What follows belongs to an exercise in optimizing a design on an open flow for a short achievable clock period; a production flow would make more cautious choices. Function was checked by simulation only, so behaviour that the tests miss may differ from the original. Power and IR drop assume default switching activity.

// dmem_mmio
module dmem_mmio #(
    parameter int          RAM_WORDS  = 64,
    parameter int          FIFO_DEPTH = 4,
    parameter logic [31:0] MMIO_BASE  = 32'hFFFF_0000
) (
    input  logic        clk,
    input  logic        reset,
    input  logic        memwrite,
    input  logic [31:0] addr,
    input  logic [31:0] writedata,
    output logic [31:0] readdata,
    output logic [7:0]  tx_data,
    output logic        tx_valid,
    input  logic        tx_ready,
    output logic        irq
);
    logic [31:0] r_ram [64];
    logic [31:0] r_count;
    logic [31:0] r_compare;
    logic        r_match;
    logic        r_ovf;
    logic        r_irq_en;
    logic        w_ram_hit;
    logic        w_mmio_hit;
    logic [5:0]  w_word;
    logic        w_wr_compare;
    logic        w_wr_status;
    logic        w_wr_tx;
    logic        w_wr_ctrl;
    logic        w_full;
    logic        w_empty;
    logic [31:0] w_status;
    logic [31:0] w_mm;
    assign w_ram_hit    = addr[31:8] == 24'd0;
    assign w_mmio_hit   = addr[31:8] == MMIO_BASE[31:8];
    assign w_word       = addr[7:2];
    assign w_wr_compare = memwrite & w_mmio_hit & (w_word == 6'd1);
    assign w_wr_status  = memwrite & w_mmio_hit & (w_word == 6'd2);
    assign w_wr_tx      = memwrite & w_mmio_hit & (w_word == 6'd3);
  ...
clock: 6.5 ns
lec_check: 0
abc_clock_period_in_ps: 1000
cap_margin: 20
core_margin: 2
core_utilization: 68
gpl_timing_driven: 1
setup_slack_margin: 4.5
slew_margin: 20
synth_hierarchical: 1
synth_minimum_keep_size: 0
tns_end_percent: 5
run.sh (not shown) runs the stock make flow with config.mk's settings and CLKGATE_MAP_FILE= SYNTH_SCRIPT=/design/flow/synth_recipe.tcl, a recipe that flattens the netlist after the stock synthesis.
Next try:
CORE_UTILIZATION = 60   (was 68)
- flip-flop and latch count stays the same
- non-clock buffer count increases by 4
- global-route usage shrinks by 3.6 points
- sequential share of layout area decreases by 0.29 points
- sequential power hardly moves
- final cell count rose by 3.7%
- synthesized cell count stays the same
- total power climbs by about 1.1%
- design area grows by about 0.5%
- register-to-register slack gains 0.19 ns
- hold slack degrades by 0.12 ns
Next try:
==> flow/flow/run.sh (new file) <==
#!/bin/bash
# Own flow: the standard layout (standard.sh, every step unchanged), with
# one extra step after placement: the readdata output buffers are moved next
# to the gates that drive them (flow/move_obuf.tcl), then legalized.
set -euo pipefail
bash standard.sh place > standard_place.log 2>&1
RES_DIR=$PWD/orfs/results/sky130hd/dmem_mmio/base openroad -no_init -exit flow/move_obuf.tcl > move_obuf.log 2>&1
bash standard.sh finish > standard_finish.log 2>&1
==> flow/flow/move_obuf.tcl (new file) <==
# Move each readdata output buffer from its pin to the cell that drives it,
# so the buffer (sized later by the flow's repair) drives the long wire to
# the pin instead of the small driving gate. Then legalize.
set res $::env(RES_DIR)
read_db $res/3_place.odb
set blk [ord::get_db_block]
set moved 0
foreach bt [$blk getBTerms] {
  if {![string match readdata* [$bt getName]]} { continue }
  set ob {}
  foreach it [[$bt getNet] getITerms] { set ob [$it getInst] }
  if {$ob eq {}} { continue }
  set drv {}
  foreach it [$ob getITerms] {
    if {[$it isInputSignal]} {
      foreach it2 [[$it getNet] getITerms] {
        if {[$it2 isOutputSignal]} { set drv [$it2 getInst] }
      }
    }
  }
  if {$drv eq {}} { continue }
  set b [$drv getBBox]
  $ob setLocation [$b xMin] [$b yMin]
  incr moved
}
puts "moved $moved output buffers"
detailed_placement
check_placement -verbose
write_db $res/3_place.odb
==> flow/standard.sh (new file) <==
#!/bin/bash
# synth_recipe.tcl (not shown) runs the flow's synth.tcl, then flattens the netlist and writes it again
# the make line also repeats each setting of config.mk as NAME=value (left out here)
make -C /OpenROAD-flow-scripts/flow DESIGN_CONFIG=/design/flow/config.mk WORK_HOME=/design/flow/orfs CLKGATE_MAP_FILE= SYNTH_SCRIPT=/design/flow/synth_recipe.tcl "${@:-finish}"
removed: flow/run.sh
Effect: The changed run finished with timing, DRC and antenna clean. Via count is lower by 0.33%. Non-clock buffer count shrinks by 59. Global-route usage decreases by 0.52 points. Final cell count shrinks by 0.92%. Clock-buffer cell count went up by 19. Final area drops by 0.79%. Routed wire length falls by 0.65%. Setup slack improves by 0.11 ns. Maximum frequency grows by 2.4%. Utilization falls by 0.59 points. Sequential power stays flat.

* * *

== raven ==
Another version of the RTL of dmem_mmio (not shown whole).
Size in the first run: ~4500 cells after synthesis, about 110 I/O pins.
// dmem_mmio
module dmem_mmio #(
    parameter int          RAM_WORDS  = 64,
    parameter int          FIFO_DEPTH = 4,
    parameter logic [31:0] MMIO_BASE  = 32'hFFFF_0000
) (
    input  logic        clk,
    input  logic        reset,
    input  logic        memwrite,
    input  logic [31:0] addr,
    input  logic [31:0] writedata,
    output logic [31:0] readdata,
    output logic [7:0]  tx_data,
    output logic        tx_valid,
    input  logic        tx_ready,
    output logic        irq
);
    logic [31:0] r_ram [64];
    logic [31:0] r_count;
    logic [31:0] r_compare;
    logic        r_match;
    logic        r_ovf;
    logic        r_irq_en;
    logic        w_ram_hit;
    logic        w_mmio_hit;
    logic [5:0]  w_word;
    logic        w_wr_compare;
    logic        w_wr_status;
    logic        w_wr_tx;
    logic        w_wr_ctrl;
    logic        w_full;
    logic        w_empty;
    logic [31:0] w_status;
    logic [31:0] w_mm;
    assign w_ram_hit    = addr[31:8] == 24'd0;
  ...
Settings: LEC_CHECK=0, ABC_CLOCK_PERIOD_IN_PS=1000, CAP_MARGIN=20, CORE_MARGIN=2, CORE_UTILIZATION=60, GPL_TIMING_DRIVEN=1, SETUP_SLACK_MARGIN=4.5, SLEW_MARGIN=20, SYNTH_HIERARCHICAL=1, SYNTH_MINIMUM_KEEP_SIZE=0, TNS_END_PERCENT=5; clock period 6.5 ns.
Stock flow here: none of the scripts above is used.
raven: done, clean on timing, DRC and antenna
[inputs] nickel vs raven
--- a/flow/config.mk
+++ b/flow/config.mk
@@ -11,7 +11,7 @@
 export CORE_UTILIZATION = 60
 export GPL_TIMING_DRIVEN = 1
-export SETUP_SLACK_MARGIN = 4.5
+export SETUP_SLACK_MARGIN = 4.0
 export SLEW_MARGIN = 20
 export SYNTH_HIERARCHICAL = 1
 export SYNTH_MINIMUM_KEEP_SIZE = 0
-export TNS_END_PERCENT = 5
+export TNS_END_PERCENT = 20
Results
nickel vs raven: post-route standard cell area excluding fillers up. Summary of the comparison: buffer count from post-CTS setup fixing is higher in nickel, relative to raven. Of raven and nickel, the run reporting the lower global-route wire length before repair was raven.
Setup changes, nickel to sierra
==> flow/flow/run.sh (new file) <==
#!/bin/bash
# Own flow: the standard layout (standard.sh, every step unchanged), with
# one extra step after placement: the readdata output buffers are moved next
# to the gates that drive them (flow/move_obuf.tcl), then legalized.
set -euo pipefail
bash standard.sh place > standard_place.log 2>&1
RES_DIR=$PWD/orfs/results/sky130hd/dmem_mmio/base openroad -no_init -exit flow/move_obuf.tcl > move_obuf.log 2>&1
bash standard.sh finish > standard_finish.log 2>&1
==> flow/flow/move_obuf.tcl (new file) <==
# Move each readdata output buffer from its pin to the cell that drives it,
# so the buffer (sized later by the flow's repair) drives the long wire to
# the pin instead of the small driving gate. Then legalize.
set res $::env(RES_DIR)
read_db $res/3_place.odb
set blk [ord::get_db_block]
set moved 0
foreach bt [$blk getBTerms] {
  if {![string match readdata* [$bt getName]]} { continue }
  set ob {}
  foreach it [[$bt getNet] getITerms] { set ob [$it getInst] }
  if {$ob eq {}} { continue }
  set drv {}
  foreach it [$ob getITerms] {
    if {[$it isInputSignal]} {
      foreach it2 [[$it getNet] getITerms] {
        if {[$it2 isOutputSignal]} { set drv [$it2 getInst] }
      }
    }
  }
  if {$drv eq {}} { continue }
  set b [$drv getBBox]
  $ob setLocation [$b xMin] [$b yMin]
  incr moved
}
puts "moved $moved output buffers"
detailed_placement
check_placement -verbose
write_db $res/3_place.odb
==> flow/standard.sh (new file) <==
#!/bin/bash
# synth_recipe.tcl (not shown) runs the flow's synth.tcl, then flattens the netlist and writes it again
# the make line also repeats each setting of config.mk as NAME=value (left out here)
make -C /OpenROAD-flow-scripts/flow DESIGN_CONFIG=/design/flow/config.mk WORK_HOME=/design/flow/orfs CLKGATE_MAP_FILE= SYNTH_SCRIPT=/design/flow/synth_recipe.tcl "${@:-finish}"
--- a/flow/config.mk
+++ b/flow/config.mk
@@ -9,9 +9,9 @@
 export CAP_MARGIN = 20
 export CORE_MARGIN = 2
-export CORE_UTILIZATION = 60
+export CORE_UTILIZATION = 66
 export GPL_TIMING_DRIVEN = 1
-export SETUP_SLACK_MARGIN = 4.0
+export SETUP_SLACK_MARGIN = 4.5
 export SLEW_MARGIN = 20
 export SYNTH_HIERARCHICAL = 1
 export SYNTH_MINIMUM_KEEP_SIZE = 0
-export TNS_END_PERCENT = 20
+export TNS_END_PERCENT = 5
removed: flow/run.sh
Results
No stage failed in sierra, and the final checks on the layout all came back clean. Mean instance size in the synthesized netlist: nickel vs sierra identical. For sierra, the beginning of the critical path was addr[11], unlike nickel, where it was addr[2]. When the final numbers for sierra and nickel were put side by side, the share of final layout cell area taken by clock buffers and inverters turned out to be greater in sierra. Going from nickel to sierra, switching power summed over all nets went down, design area now sits lower, aggregate routed wire length fell by 34 mm. Changes observed in sierra relative to nickel: overall power of the completed layout went down by about 0.55%; arrival time of data at the critical path endpoint fell 0.18 ns; routed length on met3 -14%.
### sierra -> tundra
--- a/flow/config.mk
+++ b/flow/config.mk
@@ -9,5 +9,6 @@
 export CAP_MARGIN = 20
 export CORE_MARGIN = 2
-export CORE_UTILIZATION = 66
+export CORE_UTILIZATION = 60
+export GPL_ROUTABILITY_DRIVEN = 0
 export GPL_TIMING_DRIVEN = 1
 export SETUP_SLACK_MARGIN = 4.5
### Flow results
- Power share of the clock group, sierra and tundra, lower one = tundra.
- The fraction of met1 tracks used by global routing in tundra sits 1.9 points below the value recorded for sierra.
- Across both runs, number of detailed-route iterations in the first pass was higher for tundra than for sierra.
- NOTE: post-CTS repair timing setup buffer count in tundra falls short of that of sierra
- tundra reports a lower time the final worst path needs with I/O delays and setup than sierra does.
- The least setup slack across all paths after layout reported for tundra is greater than that of sierra by 0.018 ns.
- The sequential share of layout area was comparable across sierra and tundra.
- Delta (tundra minus sierra): number of non-filler instances in the completed layout saw an increase; clock tree buffer count of the final layout saw an increase; global-route usage saw a decrease.
- tundra contains fewer vias than sierra.

## separate check: timing with driven ports
In the flow no input, the clock included, has a driving cell. The finished layouts below were timed again as built, in two steps. Step 1, drivers: a clkbuf_16 drives clk and a buf_2 each remaining input, both assumed. Step 2, shift: input delay + t, output delay - t, t = (earliest + latest rising clock arrival at the registers) / 2. This alone moves slack from input paths to output paths. Three values: no drivers, after step 1, after step 2; two values: the first two.
run	t, ns	slack for setup (ns)	slew at the worst register clock pin (ns)	cell pins on the clock port's net
the first run of note 1	0.919	1.806 / 1.081 / 1.081	0.07 / 0.07	1
the second run of note 1	0.944	1.839 / 1.271 / 1.271	0.07 / 0.07	1
the third run of note 1	0.937	1.950 / 1.514 / 1.514	0.07 / 0.07	1
raven	0.912	1.677 / 1.235 / 1.235	0.07 / 0.07	1
nickel	0.931	1.790 / 1.298 / 1.298	0.07 / 0.07	1
sierra	0.924	1.975 / 1.367 / 1.367	0.07 / 0.07	1
tundra	0.911	1.992 / 1.358 / 1.358	0.07 / 0.07	1
After both steps setup and hold are still met in every run listed. For the first run of note 1, which loses most, drivers alone change the setup slack by -0.725 ns; drivers and shift together by -0.725 ns.
